This is an optimization exercise on Yosys and OpenROAD, whose aim is small area, not a production implementation.
RTL that was checked went through simulation tests only; none was proved equivalent to the original.
The clock port is modelled as an ideal driver; clocking choices that lean on that would not hold on a real chip.
Power is estimated from default activity; no workload was simulated.

## the baseline
==> module isotp_receive_reassembler, before the edit <==
module isotp_receive_reassembler #(
	parameter int MAX_MESSAGE_BYTES = 64
) (
	input  logic       clk,
	input  logic       arst_n,
	input  logic       in_valid,
	output logic       in_ready,
	input  logic [1:0] op,
	input  logic [3:0] dlc,
	input  logic [7:0] byte_0,
	input  logic [7:0] byte_1,
	input  logic [7:0] byte_2,
	input  logic [7:0] byte_3,
	input  logic [7:0] byte_4,
	input  logic [7:0] byte_5,
	input  logic [7:0] byte_6,
	input  logic [7:0] byte_7,
	output logic       out_valid,
	input  logic       out_ready,
	output logic [1:0] kind,
	output logic [7:0] data_byte,
	output logic [5:0] byte_index,
	output logic [6:0] msg_length,
	output logic [2:0] error_code,
	output logic       last
);
	localparam logic [1:0] ST_U = 2'b00;
	localparam logic [1:0] ST_A = 2'b01;
	localparam logic [1:0] ST_M = 2'b11;
	localparam logic [1:0] ST_S = 2'b10;
	localparam logic [2:0] C_FLOW = 3'b110;
	logic [1:0] st_q;
	logic [5:0] w_q;
	logic       ov_q;
	logic [5:0] total_q;    
	logic [5:0] cnt_q;
	logic [5:0] cnt_inc;
	logic [2:0] c_q;
	logic [7:0] data_q;
	logic [7:0] ring [64];
	logic [7:0][7:0] b;
	logic       armed;
	logic       multi;
	logic       strm;
	logic       out_free;
	logic       aligned;
	logic       accept;
	logic [3:0] pci;
	logic [3:0] nib;
	logic [3:0] n;
	logic [11:0] ftot;
	logic [6:0] total;
	logic [5:0] have;       
	logic [2:0] copy;
	logic       cf_final;
	logic       last_shown;
	logic       emit;
	assign b        = {byte_7, byte_6, byte_5, byte_4, byte_3, byte_2, byte_1, byte_0};
	assign armed    = st_q[0];
	assign multi    = (st_q == ST_M);
	assign strm     = (st_q == ST_S);
	assign out_free = !ov_q || out_ready;
	assign aligned  = (w_q == 6'd5);
	assign in_ready = !strm && aligned && out_free;
	assign accept   = in_valid && in_ready;
	assign pci      = byte_0[7:4];
	assign nib      = byte_0[3:0];
	assign n        = dlc[3] ? 4'd8 : dlc;
	assign ftot     = {nib, byte_1};
	assign total    = {total_q == 6'd0, total_q};
	assign cnt_inc = cnt_q + 6'd1;
	assign have = {cnt_q[2:0], 3'b000} + ~{2'b0, cnt_q[3:0]};
	assign cf_final   = (total_q[5:3] == 3'd0);
	assign copy       = cf_final ? total_q[2:0] : 3'd7;
	assign last_shown = (cnt_inc == total_q);
	assign emit       = strm && aligned && out_free && !(ov_q && last_shown);
	logic       wr;         
	logic       wlow;       
	logic       start;      
	logic       err;
	logic [2:0] ecode;
	logic       flow;
	always_comb begin
		wr    = 1'b0;
		wlow  = 1'b1;
		start = 1'b0;
		err   = 1'b0;
		ecode = ERR_TYPE;
		flow  = 1'b0;
		if (op == OP_FRAME && armed && dlc != 4'd0) begin
			case (pci)
				4'h0: begin
					if (nib == 4'd0 || nib > 4'd7 || nib >= n) begin
						err   = 1'b1;
						ecode = ERR_SINGLE;
					end else begin
						wr    = 1'b1;
						start = 1'b1;
					end
				end
				4'h1: begin
					if (!dlc[3]) begin
						err = 1'b1;
					end else if (ftot <= 12'd7 || ftot > 12'd64) begin
						err   = 1'b1;
						ecode = ERR_FIRST;
					end else begin
						wr   = 1'b1;
						flow = 1'b1;
					end
				end
				4'h2: begin
					if (!multi) begin
						err = 1'b1;
					end else if (nib != cnt_q[3:0]) begin
						err   = 1'b1;
						ecode = ERR_SEQ;
					end else if ({1'b0, copy} >= n) begin
						err   = 1'b1;
						ecode = ERR_SHORT;
					end else begin
						wr    = 1'b1;
						wlow  = (cnt_q[3:0] != 4'd9);
						start = cf_final;
					end
				end
				default: begin
					err = 1'b1;
				end
			endcase
		end
	end
	always_ff @(posedge clk or negedge arst_n) begin
		if (!arst_n) begin
			st_q <= ST_U;
			w_q  <= '0;
			ov_q <= 1'b0;
		end else begin
			if (emit || (err || flow) && accept) begin
				ov_q <= 1'b1;
			end else if (out_ready) begin
				ov_q <= 1'b0;
			end
			if (strm && ov_q && last_shown && out_ready) begin
				st_q <= ST_U;
			end
			if (accept) begin
				if (op == OP_ARM) begin
					st_q <= ST_A;
				end else if (op == OP_ABORT) begin
					st_q <= ST_U;
				end else if (start) begin
					st_q <= ST_S;
				end else if (flow) begin
					st_q <= ST_M;
				end else if (err && ecode == ERR_SEQ) begin
					st_q <= ST_A;
				end
			end
			if (accept && wr) begin
				if (start) begin
					w_q <= (pci == 4'h0) ? 6'd6 : (have + 6'd6);
				end else begin
					w_q <= 6'd63;
				end
			end else if (!emit) begin
				w_q <= w_q + 6'd1;
			end
		end
	end
	always_ff @(posedge clk) begin
		if (accept && wr) begin
			if (pci == 4'h0) begin
				total_q <= {2'b0, nib};
			end else if (flow) begin
				total_q <= ftot[5:0] - 6'd6;
			end else if (start) begin
				total_q <= total_q + have;
			end else begin
				total_q <= total_q - 6'd7;
			end
		end
		if (accept && start) begin
			cnt_q <= 6'd63;
		end else if (accept && flow) begin
			cnt_q <= 6'd1;
		end else if (accept && wr || emit) begin
			cnt_q <= cnt_inc;
		end
	end
	always_ff @(posedge clk) begin
		if (accept && (err || flow)) begin
			c_q <= flow ? C_FLOW : ecode;
		end
		if (emit) begin
			data_q <= ring[5];
		end
	end
	always_ff @(posedge clk) begin
		for (int k = 0; k < 64; k++) begin
			if (k < 7 && accept && wr && (k >= 5 || wlow)) begin
				ring[k] <= b[(7 - k) % 8];
			end else begin
				ring[k] <= ring[(k + 63) % 64];
			end
		end
	end
	assign out_valid  = ov_q;
	assign kind       = strm ? KIND_BYTE : ((c_q[2:1] == 2'b11) ? KIND_FLOW : KIND_ERROR);
	assign data_byte  = strm ? data_q : 8'd0;
	assign byte_index = strm ? cnt_q : 6'd0;
	assign msg_length = strm ? total : 7'd0;
	assign error_code = (strm || c_q[2:1] == 2'b11) ? 3'd0 : c_q;
	assign last       = !strm || last_shown;
endmodule
==> flow/config.mk <==
export PLATFORM = sky130hd
export DESIGN_NAME = isotp_receive_reassembler
export DESIGN_NICKNAME = isotp_receive_reassembler
export VERILOG_FILES = /design/flow/design.v
export SDC_FILE = /design/flow/constraint.sdc
export NUM_CORES = 4
export LEC_CHECK = 0
export CAP_MARGIN = 20
export CORE_MARGIN = 2
export CORE_UTILIZATION = 40
export SLEW_MARGIN = 20
==> flow/constraint.sdc <==
create_clock -name core_clock -period 7.0 [get_ports {clk}]
set_input_delay 1.4000 -clock core_clock [delete_from_list [all_inputs] [get_ports {clk}]]
set_output_delay 1.4000 -clock core_clock [all_outputs]
set_load 0.01 [all_outputs]
standard.sh (not shown) runs the stock make flow with config.mk's settings and CLKGATE_MAP_FILE= SYNTH_SCRIPT=/design/flow/synth_recipe.tcl, a recipe that flattens the netlist after the stock synthesis.
==> flow/flow/run.sh <==
#!/bin/bash
# Standard ORFS layout with smaller port buffers and a lighter clock tree.
set -euo pipefail
here=$(pwd)
export BUFFER_PORTS_ARGS="-buffer_cell sky130_fd_sc_hd__buf_1"
export CTS_ARGS="-sink_clustering_enable -repair_clock_nets -sink_clustering_size 20 -sink_clustering_max_diameter 60 -buf_list sky130_fd_sc_hd__clkbuf_8 -dont_use_dummy_load"
if [[ -f flow/post_cts.tcl ]]; then export POST_CTS_TCL=$here/flow/post_cts.tcl; fi
bash standard.sh > standard.log 2>&1
==> flow/flow/post_cts.tcl <==
# recover area: downsize cells on paths with slack to spare
repair_timing -recover_power 100 -verbose
Modified inputs, the candidate compared to the baseline
==> flow/design.v, changed modules only <==
module isotp_receive_reassembler #(
	parameter int MAX_MESSAGE_BYTES = 64
) (
	input  logic       clk,
	input  logic       arst_n,
	input  logic       in_valid,
	output logic       in_ready,
	input  logic [1:0] op,
	input  logic [3:0] dlc,
	input  logic [7:0] byte_0,
	input  logic [7:0] byte_1,
	input  logic [7:0] byte_2,
	input  logic [7:0] byte_3,
	input  logic [7:0] byte_4,
	input  logic [7:0] byte_5,
	input  logic [7:0] byte_6,
	input  logic [7:0] byte_7,
	output logic       out_valid,
	input  logic       out_ready,
	output logic [1:0] kind,
	output logic [7:0] data_byte,
	output logic [5:0] byte_index,
	output logic [6:0] msg_length,
	output logic [2:0] error_code,
	output logic       last
);
	localparam logic [1:0] ST_U = 2'b00;
	localparam logic [1:0] ST_A = 2'b01;
	localparam logic [1:0] ST_M = 2'b11;
	localparam logic [1:0] ST_S = 2'b10;
	localparam logic [2:0] C_FLOW = 3'b110;
	logic [1:0] st_q;
	logic [5:0] w_q;
	logic       ov_q;
	logic [5:0] total_q;    
	logic [5:0] cnt_q;
	logic [5:0] cnt_inc;
	logic [2:0] c_q;
	logic [7:0] data_q;
	logic [7:0] ring [64];
	logic [7:0][7:0] b;
	logic       armed;
	logic       multi;
	logic       strm;
	logic       out_free;
	logic       aligned;
	logic       accept;
	logic [3:0] pci;
	logic [3:0] nib;
	logic [3:0] n;
	logic [11:0] ftot;
	logic [6:0] total;
	logic [6:0] thr;        
	logic [5:0] wfin;       
	logic [2:0] copy;
	logic       cf_final;
	logic       last_shown;
	logic       emit;
	assign b        = {byte_7, byte_6, byte_5, byte_4, byte_3, byte_2, byte_1, byte_0};
	assign armed    = st_q[0];
	assign multi    = (st_q == ST_M);
	assign strm     = (st_q == ST_S);
	assign out_free = !ov_q || out_ready;
	assign aligned  = (w_q == 6'd5);
	assign in_ready = !strm && aligned && out_free;
	assign accept   = in_valid && in_ready;
	assign pci      = byte_0[7:4];
	assign nib      = byte_0[3:0];
	assign n        = dlc[3] ? 4'd8 : dlc;
	assign ftot     = {nib, byte_1};
	assign total    = {total_q == 6'd0, total_q};
	assign cnt_inc = cnt_q + 6'd1;
	assign thr  = {cnt_q[3:0], 3'b110} - {3'b0, cnt_q[3:0]};
	assign wfin = thr[5:0] - 6'd1;
	assign cf_final   = (total <= thr);
	assign copy       = cf_final ? (total_q[2:0] + cnt_inc[2:0]) : 3'd7;
	assign last_shown = (cnt_inc == total_q);
	assign emit       = strm && aligned && out_free && !(ov_q && last_shown);
	logic       wr;         
	logic [2:0] wcnt;       
	logic       start;      
	logic       err;
	logic [2:0] ecode;
	logic       flow;
	always_comb begin
		wr    = 1'b0;
		wcnt  = 3'd7;
		start = 1'b0;
		err   = 1'b0;
		ecode = ERR_TYPE;
		flow  = 1'b0;
		if (op == OP_FRAME && armed && dlc != 4'd0) begin
			case (pci)
				4'h0: begin
					if (nib == 4'd0 || nib > 4'd7 || nib >= n) begin
						err   = 1'b1;
						ecode = ERR_SINGLE;
					end else begin
						wr    = 1'b1;
						start = 1'b1;
					end
				end
				4'h1: begin
					if (!dlc[3]) begin
						err = 1'b1;
					end else if (ftot <= 12'd7 || ftot > 12'd64) begin
						err   = 1'b1;
						ecode = ERR_FIRST;
					end else begin
						wr   = 1'b1;
						flow = 1'b1;
					end
				end
				4'h2: begin
					if (!multi) begin
						err = 1'b1;
					end else if (nib != cnt_q[3:0]) begin
						err   = 1'b1;
						ecode = ERR_SEQ;
					end else if ({1'b0, copy} >= n) begin
						err   = 1'b1;
						ecode = ERR_SHORT;
					end else begin
						wr    = 1'b1;
						wcnt  = copy;
						start = cf_final;
					end
				end
				default: begin
					err = 1'b1;
				end
			endcase
		end
	end
	always_ff @(posedge clk or negedge arst_n) begin
		if (!arst_n) begin
			st_q <= ST_U;
			w_q  <= '0;
			ov_q <= 1'b0;
		end else begin
			if (emit || (err || flow) && accept) begin
				ov_q <= 1'b1;
			end else if (out_ready) begin
				ov_q <= 1'b0;
			end
			if (strm && ov_q && last_shown && out_ready) begin
				st_q <= ST_U;
			end
			if (accept) begin
				if (op == OP_ARM) begin
					st_q <= ST_A;
				end else if (op == OP_ABORT) begin
					st_q <= ST_U;
				end else if (start) begin
					st_q <= ST_S;
				end else if (flow) begin
					st_q <= ST_M;
				end else if (err && ecode == ERR_SEQ) begin
					st_q <= ST_A;
				end
			end
			if (accept && wr) begin
				if (start) begin
					w_q <= (pci == 4'h0) ? 6'd6 : wfin;
				end else begin
					w_q <= 6'd63;
				end
			end else if (!emit) begin
				w_q <= w_q + 6'd1;
			end
		end
	end
	always_ff @(posedge clk) begin
		if (accept && wr) begin
			if (pci == 4'h0) begin
				total_q <= {2'b0, nib};
			end else if (flow) begin
				total_q <= ftot[5:0];
			end
		end
		if (accept && start) begin
			cnt_q <= 6'd63;
		end else if (accept && flow) begin
			cnt_q <= 6'd1;
		end else if (accept && wr || emit) begin
			cnt_q <= cnt_inc;
		end
	end
	always_ff @(posedge clk) begin
		if (accept && (err || flow)) begin
			c_q <= flow ? C_FLOW : ecode;
		end
		if (emit) begin
			data_q <= ring[5];
		end
	end
	always_ff @(posedge clk) begin
		for (int k = 0; k < 64; k++) begin
			if (k < 7 && accept && wr && k + wcnt >= 7) begin
				ring[k] <= b[(7 - k) % 8];
			end else begin
				ring[k] <= ring[(k + 63) % 64];
			end
		end
	end
	assign out_valid  = ov_q;
	assign kind       = strm ? KIND_BYTE : ((c_q[2:1] == 2'b11) ? KIND_FLOW : KIND_ERROR);
	assign data_byte  = strm ? data_q : 8'd0;
	assign byte_index = strm ? cnt_q : 6'd0;
	assign msg_length = strm ? total : 7'd0;
	assign error_code = (strm || c_q[2:1] == 2'b11) ? 3'd0 : c_q;
	assign last       = !strm || last_shown;
endmodule
==> comparison <==
- The final layout from the candidate, which completed every stage, passed the timing, DRC and antenna checks at the end of the flow.
- The baseline vs the candidate, capturing element of the worst setup path: total_q[5]$_SDFFCE_PP0P_ vs ring[1][0]$_DFF_P_
- Going from the baseline to the candidate, utilization decreased 0.50 points; proportion of power drawn by combinational gates saw a decrease; switching power decreased by 12% relative to the old numbers; worst setup margin now smaller; sequential fraction of the synthesis area -1.8 points.
No functional check of the RTL was part of the candidate.

separate check: timing with driven ports:
No port has a modelled driver above. Below, the same layouts with a new extraction and two added sets of constraints.
Step 1, drivers: a clkbuf_16 drives clk and a buf_2 each remaining input, both assumed.
Step 2, shift: input delay + t, output delay - t, t = (earliest + latest rising clock arrival at the registers) / 2. This alone moves slack from input paths to output paths.
a / b / c = ideal ports / drivers / drivers and shift; a / b = the first two.
run | t, ns | setup WS [ns] | hold slack, ns | latest minus earliest clock arrival (ns) | worst data-port slew with drivers (ns)
the baseline | 0.571 | 2.555 / 2.578 / 2.007 | 0.293 / 0.293 / 0.293 | 0.061 / 0.060 | 0.07
the candidate | 0.568 | 1.066 / 1.066 / 1.066 | 0.295 / 0.295 / 0.295 | 0.077 / 0.077 | 0.06
After both steps setup and hold are still met in every run listed. The setup slack of the baseline, which loses most, moves by +0.023 ns with the drivers and by -0.548 ns with both steps.
